This is an optimization exercise on Yosys and OpenROAD, whose aim is small area, a short achievable clock period and few clock cycles per item, not a production implementation.
At most, simulation tests tie the RTL to the original design; equivalence was not proved.

Setup of before:
==> module pla_ctrl, before the edit <==
module pla_ctrl #(
    parameter int M = 4
) (
    input  logic        i_clk,
    input  logic        i_rst_n,
    input  logic        i_in_valid,
    input  logic        i_in_last,
    output logic        o_in_stall,
    output logic        o_xfer,
    input  logic [16:0] i_root,
    input  logic        i_seg,
    input  logic        i_last,
    output logic        o_out_valid,
    input  logic        i_out_stall,
    output logic [31:0] o_out_length,
    output logic [15:0] o_out_count
);
    localparam int QN = (M > 1) ? M - 1 : 1;
    localparam int PW = (QN > 1) ? $clog2(QN) : 1;
    logic [M-1:0]  r_pend;      
    logic [16:0]   r_lo;
    logic          r_c;
    logic [14:0]   r_hi;
    logic          r_sat;
    logic [15:0]   r_cnt;
    logic          r_clr, r_ld;
    logic [15:0]   hi_inc;
    logic          ovf;
    logic [16:0]   base_lo;
    logic [17:0]   add_lo;
    logic [15:0]   base_cnt;
    logic          inc, pop, push;
    logic [47:0]   res;
    logic [47:0]   r_out;        
    logic          r_ov;
    logic [47:0]   r_q [QN];     
    logic [PW-1:0] r_rd, r_wr;
    logic [QN-1:0] r_qv;         
    logic          free, take, direct, push_q;
    logic [M-1:0]  pend_up, pend_dn;
    logic [QN-1:0] qv_up, qv_dn;
    assign o_xfer = i_in_valid && !r_pend[M-1] && i_rst_n;
    assign inc    = o_xfer && i_in_last;
    assign pop    = r_ov && !i_out_stall;
    assign free   = !r_ov || pop;
    assign take   = free && r_qv[0];
    assign direct = free && !r_qv[0] && push;
    assign push_q = push && !direct;
    assign pend_up = {r_pend[M-2:0], 1'b1};
    assign pend_dn = {1'b0, r_pend[M-1:1]};
    assign qv_up   = (QN > 1) ? {r_qv[QN-2:0], 1'b1} : 1'b1;
    assign qv_dn   = (QN > 1) ? {1'b0, r_qv[QN-1:1]} : 1'b0;
    assign hi_inc   = {1'b0, r_hi} + 16'(r_c);
    assign ovf      = r_sat || hi_inc[15];
    assign base_lo  = r_clr ? 17'd0 : r_lo;
    assign add_lo   = {1'b0, base_lo} + {1'b0, i_seg ? i_root : 17'd0};
    assign base_cnt = r_clr ? 16'd0 : r_cnt;
    assign push = r_ld;
    assign res  = {ovf ? 32'hFFFF_FFFF : {hi_inc[14:0], r_lo}, r_cnt};
    always_ff @(posedge i_clk) begin
        if (!i_rst_n) begin
            r_pend <= '0;
            r_ld   <= 1'b0;
            r_clr  <= 1'b1;
            r_ov   <= 1'b0;
            r_qv   <= '0;
            r_rd   <= '0;
            r_wr   <= '0;
        end else begin
            r_pend <= pop ? (inc ? r_pend : pend_dn) : (inc ? pend_up : r_pend);
            r_qv   <= take ? (push_q ? r_qv : qv_dn) : (push_q ? qv_up : r_qv);
            if (free) r_ov <= take || push;
            if (take) r_rd <= (r_rd == PW'(QN - 1)) ? '0 : r_rd + PW'(1);
            if (push_q) r_wr <= (r_wr == PW'(QN - 1)) ? '0 : r_wr + PW'(1);
            r_ld  <= i_last;
            r_clr <= i_last;
        end
        r_lo  <= add_lo[16:0];
        r_c   <= add_lo[17];
        r_hi  <= r_clr ? 15'd0 : hi_inc[14:0];
        r_sat <= r_clr ? 1'b0 : ovf;
        r_cnt <= base_cnt + 16'(i_seg && base_cnt != 16'hFFFF);
        if (free) r_out <= r_qv[0] ? r_q[r_rd] : res;
        if (push) r_q[r_wr] <= res;
    end
    assign o_in_stall   = r_pend[M-1];
    assign o_out_valid  = r_ov;
    assign o_out_length = r_out[47:16];
    assign o_out_count  = r_out[15:0];
endmodule
Settings: LEC_CHECK=0, ABC_AREA=1, CAP_MARGIN=20, CORE_MARGIN=2, CORE_UTILIZATION=40, CTS_BUF_LIST=sky130_fd_sc_hd__clkbuf_16, CTS_CLUSTER_DIAMETER=80, CTS_CLUSTER_SIZE=30, SLEW_MARGIN=20; clock period 10.0 ns.
standard.sh (not shown) runs the stock make flow with config.mk's settings and CLKGATE_MAP_FILE= SYNTH_SCRIPT=/design/flow/synth_recipe.tcl, a recipe that flattens the netlist after the stock synthesis.
==> flow/flow/run.sh <==
#!/bin/bash
# the standard layout (the standard.sh: unchanged synthesis, floorplan,
# placement, clock tree, routing) with two changes to how it is made:
# - every input and output port still gets its buffer, but a plain buf_2
#   instead of the delay-cell buffer that buffer_ports picks by itself
# - timing repair aims at a shorter period than the clock's: setup repair
#   keeps going until each path has the margin below, instead of stopping
#   once the 10 ns clock is met
bash standard.sh SETUP_SLACK_MARGIN=6.5 TNS_END_PERCENT=100 \
    "BUFFER_PORTS_ARGS=-buffer_cell sky130_fd_sc_hd__buf_2" finish > standard.log 2>&1
Changes in after relative to before:
--- a/flow/design.v
+++ b/flow/design.v
@@ -15,8 +15,6 @@
     output logic [31:0] o_out_length,
     output logic [15:0] o_out_count
 );
-    localparam int QN = (M > 1) ? M - 1 : 1;
-    localparam int PW = (QN > 1) ? $clog2(QN) : 1;
     logic [M-1:0]  r_pend;      
     logic [16:0]   r_lo;
     logic          r_c;
@@ -31,25 +29,11 @@
     logic [15:0]   base_cnt;
     logic          inc, pop, push;
     logic [47:0]   res;
-    logic [47:0]   r_out;        
-    logic          r_ov;
-    logic [47:0]   r_q [QN];     
-    logic [PW-1:0] r_rd, r_wr;
-    logic [QN-1:0] r_qv;         
-    logic          free, take, direct, push_q;
-    logic [M-1:0]  pend_up, pend_dn;
-    logic [QN-1:0] qv_up, qv_dn;
+    logic [47:0]   r_e [M];      
+    logic [M-1:0]  r_v;          
     assign o_xfer = i_in_valid && !r_pend[M-1] && i_rst_n;
     assign inc    = o_xfer && i_in_last;
-    assign pop    = r_ov && !i_out_stall;
-    assign free   = !r_ov || pop;
-    assign take   = free && r_qv[0];
-    assign direct = free && !r_qv[0] && push;
-    assign push_q = push && !direct;
-    assign pend_up = {r_pend[M-2:0], 1'b1};
-    assign pend_dn = {1'b0, r_pend[M-1:1]};
-    assign qv_up   = (QN > 1) ? {r_qv[QN-2:0], 1'b1} : 1'b1;
-    assign qv_dn   = (QN > 1) ? {1'b0, r_qv[QN-1:1]} : 1'b0;
+    assign pop    = r_v[0] && !i_out_stall;
     assign hi_inc   = {1'b0, r_hi} + 16'(r_c);
     assign ovf      = r_sat || hi_inc[15];
     assign base_lo  = r_clr ? 17'd0 : r_lo;
@@ -62,16 +46,20 @@
             r_pend <= '0;
             r_ld   <= 1'b0;
             r_clr  <= 1'b1;
-            r_ov   <= 1'b0;
-            r_qv   <= '0;
-            r_rd   <= '0;
-            r_wr   <= '0;
+            r_v    <= '0;
         end else begin
-            r_pend <= pop ? (inc ? r_pend : pend_dn) : (inc ? pend_up : r_pend);
-            r_qv   <= take ? (push_q ? r_qv : qv_dn) : (push_q ? qv_up : r_qv);
-            if (free) r_ov <= take || push;
-            if (take) r_rd <= (r_rd == PW'(QN - 1)) ? '0 : r_rd + PW'(1);
-            if (push_q) r_wr <= (r_wr == PW'(QN - 1)) ? '0 : r_wr + PW'(1);
+            for (int k = 0; k < M; k++) begin
+                if (inc && !pop) begin
+                    r_pend[k] <= (k == 0) ? 1'b1 : r_pend[k-1];
+                end else if (pop && !inc) begin
+                    r_pend[k] <= (k == M - 1) ? 1'b0 : r_pend[k+1];
+                end
+                if (push && !pop) begin
+                    r_v[k] <= (k == 0) ? 1'b1 : r_v[k-1];
+                end else if (pop && !push) begin
+                    r_v[k] <= (k == M - 1) ? 1'b0 : r_v[k+1];
+                end
+            end
             r_ld  <= i_last;
             r_clr <= i_last;
         end
@@ -80,13 +68,18 @@
         r_hi  <= r_clr ? 15'd0 : hi_inc[14:0];
         r_sat <= r_clr ? 1'b0 : ovf;
         r_cnt <= base_cnt + 16'(i_seg && base_cnt != 16'hFFFF);
-        if (free) r_out <= r_qv[0] ? r_q[r_rd] : res;
-        if (push) r_q[r_wr] <= res;
+        for (int k = 0; k < M; k++) begin
+            if (pop) begin
+                r_e[k] <= (k < M - 1 && r_v[(k < M - 1) ? k + 1 : k]) ? r_e[(k < M - 1) ? k + 1 : k] : res;
+            end else if (!r_v[k]) begin
+                r_e[k] <= res;
+            end
+        end
     end
     assign o_in_stall   = r_pend[M-1];
-    assign o_out_valid  = r_ov;
-    assign o_out_length = r_out[47:16];
-    assign o_out_count  = r_out[15:0];
+    assign o_out_valid  = r_v[0];
+    assign o_out_length = r_e[0][47:16];
+    assign o_out_count  = r_e[0][15:0];
 endmodule
 module pla_dp (
     input  logic        i_clk,
--- outcome ---
- Placer's final routability congestion estimate in after is about 0.5% lower than in before
- Compared with before, after shows a area growth from synthesis to layout that is 1.6 points higher.
- From before to after the numbers moved as follows: total of fill cells in the finished design has increased; die area has remained practically unchanged; simple-gate share of the synthesized area rose 0.95 points; routed wire length shows an increase of 6.4%; minimum setup slack after placement down 1.02 ns.
- Taking before as the reference point, the number of multi-input combinational cells of after rises by 318.
- As far as worst hold path cell count goes, before and after are indistinguishable; the numbers are identical.
- after and before ended up with nearly the same fmax.
No functional check of the RTL was part of any run of this note.

* * *

run A:
polyline_length_accumulator_core, a different RTL version from the one above (not shown whole).
Size in the first run: about 4100 cells after synthesis, roughly 87 I/O pins.
clock: 10.0 ns
lec_check: 0
abc_area: 1
cap_margin: 20
core_margin: 2
core_utilization: 40
cts_buf_list: sky130_fd_sc_hd__clkbuf_16
cts_cluster_diameter: 80
cts_cluster_size: 30
slew_margin: 20
Scripts as last shown in full above: flow/flow/run.sh
Testbench counts of run A, summed over its fixed seeds: cycles 7,029, points 6,831.
Modified inputs, run B compared to run A
diff --git a/flow/design.v b/flow/design.v
--- a/flow/design.v
+++ b/flow/design.v
@@ -963,23 +963,26 @@
     logic fc782;
     logic fs783;
     logic fc784;
     logic [33:0] row_a;
     logic [33:0] row_b;
     logic [33:0] rad;
+    logic [32:0] s_rad;
+    logic s_seg;
+    logic s_last;
     logic [2:0] r785;
     logic q786;
     logic [3:0] r787;
     logic [1:0] q788;
-    logic [1:0] q1_q;
-    logic [3:0] q1_r;
-    logic [29:0] q1_rad;
-    logic q1_seg;
-    logic q1_last;
     logic [4:0] r789;
     logic [2:0] q790;
+    logic [2:0] q1_q;
+    logic [4:0] q1_r;
+    logic [27:0] q1_rad;
+    logic q1_seg;
+    logic q1_last;
     logic [5:0] r791;
     logic [3:0] q792;
     logic [6:0] r793;
     logic [4:0] q794;
     logic [4:0] q2_q;
     logic [6:0] q2_r;
@@ -1825,20 +1828,20 @@
     assign fc782 = (t_c24_0 & t_c24_1) | (t_c24_0 & t_c24_2) | (t_c24_1 & t_c24_2);
     assign fs783 = t_c25_0 ^ t_c25_1 ^ t_c25_2;
     assign fc784 = (t_c25_0 & t_c25_1) | (t_c25_0 & t_c25_2) | (t_c25_1 & t_c25_2);
     assign row_a = {t_c33_0, t_c32_0, t_c31_0, t_c30_0, t_c29_0, t_c28_0, t_c27_0, t_c26_0, fs783, fs781, fs779, fs777, fs775, fs773, fs771, fs769, fs767, fs765, hs763, hs761, hs759, hs757, hs755, hs753, hs751, hs749, hs747, t_c6_0, t_c5_0, t_c4_0, t_c3_0, t_c2_0, 1'b0, t_c0_0};
     assign row_b = {t_c33_1, t_c32_1, t_c31_1, t_c30_1, t_c29_1, t_c28_1, t_c27_1, fc784, fc782, fc780, fc778, fc776, fc774, fc772, fc770, fc768, fc766, hc764, hc762, hc760, hc758, hc756, hc754, hc752, hc750, hc748, t_c7_2, 1'b0, 1'b0, 1'b0, 1'b0, t_c2_1, 1'b0, t_c0_1};
     assign rad = row_a + row_b;
-    assign r785 = {1'b0, 1'b0, rad[32]} + 3'b111;
+    assign r785 = {1'b0, 1'b0, s_rad[32]} + 3'b111;
     assign q786 = ~r785[2];
-    assign r787 = {r785[1:0], rad[31], rad[30]} + {~r785[2], q786 ^ {1{~r785[2]}}, 2'b11};
+    assign r787 = {r785[1:0], s_rad[31], s_rad[30]} + {~r785[2], q786 ^ {1{~r785[2]}}, 2'b11};
     assign q788 = {q786, ~r787[3]};
-    assign r789 = {q1_r[2:0], q1_rad[29], q1_rad[28]} + {~q1_r[3], q1_q ^ {2{~q1_r[3]}}, 2'b11};
-    assign q790 = {q1_q, ~r789[4]};
-    assign r791 = {r789[3:0], q1_rad[27], q1_rad[26]} + {~r789[4], q790 ^ {3{~r789[4]}}, 2'b11};
-    assign q792 = {q790, ~r791[5]};
+    assign r789 = {r787[2:0], s_rad[29], s_rad[28]} + {~r787[3], q788 ^ {2{~r787[3]}}, 2'b11};
+    assign q790 = {q788, ~r789[4]};
+    assign r791 = {q1_r[3:0], q1_rad[27], q1_rad[26]} + {~q1_r[4], q1_q ^ {3{~q1_r[4]}}, 2'b11};
+    assign q792 = {q1_q, ~r791[5]};
     assign r793 = {r791[4:0], q1_rad[25], q1_rad[24]} + {~r791[5], q792 ^ {4{~r791[5]}}, 2'b11};
     assign q794 = {q792, ~r793[6]};
     assign r795 = {q2_r[5:0], q2_rad[23], q2_rad[22]} + {~q2_r[6], q2_q ^ {5{~q2_r[6]}}, 2'b11};
     assign q796 = {q2_q, ~r795[7]};
     assign r797 = {r795[6:0], q2_rad[21], q2_rad[20]} + {~r795[7], q796 ^ {6{~r795[7]}}, 2'b11};
     assign q798 = {q796, ~r797[8]};
@@ -1938,15 +1941,16 @@
         t_c31_0 <= fc708;
         t_c31_1 <= fs653;
         t_c32_0 <= fc654;
         t_c32_1 <= fs655;
         t_c33_0 <= fc656;
         t_c33_1 <= fc454;
-        q1_q <= q788;
-        q1_r <= r787;
-        q1_rad <= rad[29:0];
+        s_rad <= rad[32:0];
+        q1_q <= q790;
+        q1_r <= r789;
+        q1_rad <= s_rad[27:0];
         q2_q <= q794;
         q2_r <= r793;
         q2_rad <= q1_rad[23:0];
         q3_q <= q798;
         q3_r <= r797;
         q3_rad <= q2_rad[19:0];
@@ -1966,12 +1970,14 @@
         if (!i_rst_n) begin
             r_have_prev <= 1'b0;
             b_seg       <= 1'b0;
             b_last      <= 1'b0;
             t_seg <= 1'b0;
             t_last <= 1'b0;
+            s_seg <= 1'b0;
+            s_last <= 1'b0;
             q1_seg <= 1'b0;
             q1_last <= 1'b0;
             q2_seg <= 1'b0;
             q2_last <= 1'b0;
             q3_seg <= 1'b0;
             q3_last <= 1'b0;
@@ -1988,14 +1994,16 @@
         end else begin
             if (i_xfer) r_have_prev <= !i_in_last;
             b_seg  <= i_xfer & r_have_prev;
             b_last <= i_xfer & i_in_last;
             t_seg <= b_seg;
             t_last <= b_last;
-            q1_seg <= t_seg;
-            q1_last <= t_last;
+            s_seg <= t_seg;
+            s_last <= t_last;
+            q1_seg <= s_seg;
+            q1_last <= s_last;
             q2_seg <= q1_seg;
             q2_last <= q1_last;
             q3_seg <= q2_seg;
             q3_last <= q2_last;
             q4_seg <= q3_seg;
             q4_last <= q3_last;
Findings:
- Comparing run B and run A, the higher clock period minus worst slack is on run B.
- Per the comparison of run B with run A, critical path depth went up; flip-flop and latch count went up; count of non-CTS inverters in the layout went down; synthesized cell count did not really move.
- The design area number comes out higher for run B vs run A.
- Diff run A -> run B | achievable clock frequency | down slightly
- Against run A, run B comes in 0.65% higher on global placer's final weighted congestion.
- Sort run B and run A by post-CTS setup buffer count asc -> top: run A
- Run A ended up with u_dp.q6_r[11] as its endpoint of the most critical setup path; run B ended up with u_dp.q8_q[0].
The RTL of run B was laid out without a check of its function.

* * *

polyline_length_accumulator_core, a different RTL version from the one above (not shown whole).
Size in the first run: roughly 4600 cells after synthesis, about 87 I/O pins, about 39000 sq um of cells after synthesis.
## polyline_length_accumulator_core
module polyline_length_accumulator_core (
    input  logic        i_clk,
    input  logic        i_rst_n,
    input  logic        i_in_valid,
    output logic        o_in_stall,
    input  logic [15:0] i_in_x,
    input  logic [15:0] i_in_y,
    input  logic        i_in_last,
    output logic        o_out_valid,
    input  logic        i_out_stall,
    output logic [31:0] o_out_length,
    output logic [15:0] o_out_count
);
Settings: LEC_CHECK=0, ABC_AREA=1, CAP_MARGIN=20, CORE_MARGIN=2, CORE_UTILIZATION=40, CTS_BUF_LIST=sky130_fd_sc_hd__clkbuf_16, CTS_CLUSTER_DIAMETER=80, CTS_CLUSTER_SIZE=30, SLEW_MARGIN=20; clock period 10.0 ns.
==> flow/flow/run.sh <==
#!/bin/bash
# the standard layout (the standard.sh: unchanged synthesis, floorplan,
# placement, clock tree, routing), with its timing repair aimed at a shorter
# period than the clock's: setup repair keeps going until each path has the
# margin below, instead of stopping once the 10 ns clock is met
bash standard.sh SETUP_SLACK_MARGIN=${MARGIN:-6.5} TNS_END_PERCENT=100 finish > standard.log 2>&1
==> next run, changes <==
--- a/flow/design.v
+++ b/flow/design.v
@@ -98,16 +98,14 @@
     output logic        o_seg,
     output logic        o_last
 );
     logic        r_have_prev;
     logic [15:0] r_lp_x, r_lp_y;
     logic [16:0] b_dx, b_dy;
     logic        b_seg, b_last;
-    logic [15:0] a_x, a_y;
-    logic        a_v, a_seg, a_last;
     logic [15:0] cx, cy;
     logic        cv, cseg, clast;
     logic pp1;
     logic pp2;
     logic pp3;
     logic pp4;
     logic pp5;
@@ -1064,17 +1062,17 @@
     logic [17:0] r817;
     logic [15:0] q818;
     logic [18:0] r819;
     logic [16:0] q820;
     logic [16:0] q8_q;
     logic q8_seg;
     logic q8_last;
-    assign cx = a_x;
-    assign cy = a_y;
-    assign cv = a_v;
+    assign cx = i_in_x;
+    assign cy = i_in_y;
+    assign cv = i_xfer;
     assign pp1 = b_dx[0] & b_dx[1];
     assign pp2 = b_dx[0] & b_dx[2];
     assign pp3 = b_dx[0] & b_dx[3];
     assign pp4 = b_dx[0] & b_dx[4];
     assign pp5 = b_dx[0] & b_dx[5];
     assign pp6 = b_dx[0] & b_dx[6];
     assign pp7 = b_dx[0] & b_dx[7];
@@ -1891,16 +1889,14 @@
     assign r815 = {r813[14:0], q6_rad[5], q6_rad[4]} + {~r813[15], q814 ^ {14{~r813[15]}}, 2'b11};
     assign q816 = {q814, ~r815[16]};
     assign r817 = {q7_r[15:0], q7_rad[3], q7_rad[2]} + {~q7_r[16], q7_q ^ {15{~q7_r[16]}}, 2'b11};
     assign q818 = {q7_q, ~r817[17]};
     assign r819 = {r817[16:0], q7_rad[1], q7_rad[0]} + {~r817[17], q818 ^ {16{~r817[17]}}, 2'b11};
     assign q820 = {q818, ~r819[18]};
     always_ff @(posedge i_clk) begin
-        a_x <= i_in_x;
-        a_y <= i_in_y;
         if (cv) begin
             r_lp_x <= cx;
             r_lp_y <= cy;
         end
         b_dx <= {cx[15], cx} - {r_lp_x[15], r_lp_x};
         b_dy <= {cy[15], cy} - {r_lp_y[15], r_lp_y};
         t_c0_0 <= b_dx[0];
@@ -2019,17 +2015,14 @@
         q6_r <= r811;
         q6_rad <= q5_rad[7:0];
         q7_q <= q816;
         q7_r <= r815;
         q7_rad <= q6_rad[3:0];
         q8_q <= q820;
         if (!i_rst_n) begin
-            a_v         <= 1'b0;
-            a_seg       <= 1'b0;
-            a_last      <= 1'b0;
             r_have_prev <= 1'b0;
             b_seg       <= 1'b0;
             b_last      <= 1'b0;
             t_seg <= 1'b0;
             t_last <= 1'b0;
             s_seg <= 1'b0;
             s_last <= 1'b0;
@@ -2047,19 +2040,16 @@
             q6_last <= 1'b0;
             q7_seg <= 1'b0;
             q7_last <= 1'b0;
             q8_seg <= 1'b0;
             q8_last <= 1'b0;
         end else begin
             if (i_xfer) r_have_prev <= !i_in_last;
-            a_v    <= i_xfer;
-            a_seg  <= i_xfer & r_have_prev;
-            a_last <= i_xfer & i_in_last;
-            b_seg  <= a_seg;
-            b_last <= a_last;
+            b_seg  <= i_xfer & r_have_prev;
+            b_last <= i_xfer & i_in_last;
             t_seg <= b_seg;
             t_last <= b_last;
             s_seg <= t_seg;
             s_last <= t_last;
             q1_seg <= s_seg;
             q1_last <= s_last;
             q2_seg <= q1_seg;
Effect: Wire length fell slightly. Synthesized cell count fell slightly. Non-clock buffer count rose by 1. Core utilization rose by 0.18 points. Clock-buffer cell count fell by 3. First-iteration DRC count rose by roughly a tenth.
No run of this note included a check of the RTL's function; only the layout flow was run.

## re-timing with driven ports
In the flow no input, the clock included, has a driving cell. The finished layouts below were timed again as built, in two steps. Step 1, drivers: a clkbuf_16 drives i_clk and a buf_2 each remaining input, both assumed. Step 2 adds t to the input delays and takes it off the output delays; t is the mean of the earliest and latest rising clock arrival at the registers after step 1. Input paths then give back, and output paths get back, about the clock's delay inside the block. Slacks: ideal / step 1 / step 2; pairs: ideal / step 1.
run | shift t [ns] | setup slack, ns | hold slack, ns | worst register clock-pin slew, ns | worst slew at a driven data input, ns
before | 0.654 | 6.592 / 6.603 / 5.981 | 0.310 / 0.310 / 0.310 | 0.11 / 0.11 | 0.05
after | 0.683 | 6.592 / 6.592 / 6.018 | 0.301 / 0.301 / 0.301 | 0.11 / 0.11 | 0.04
run A | 0.655 | 6.616 / 6.616 / 6.142 | 0.306 / 0.306 / 0.306 | 0.11 / 0.11 | 0.05
run B | 0.663 | 6.547 / 6.547 / 6.243 | 0.311 / 0.311 / 0.311 | 0.11 / 0.11 | 0.05
the first run of note 3 | 0.670 | 6.435 / 6.435 / 6.241 | 0.324 / 0.324 / 0.324 | 0.12 / 0.12 | 0.04
the second run of note 3 | 0.655 | 6.441 / 6.441 / 5.983 | 0.333 / 0.333 / 0.333 | 0.12 / 0.12 | 0.06
After both steps every run listed still meets setup and hold. The setup slack of before, which loses most, moves by +0.011 ns with the drivers and by -0.611 ns with both steps.
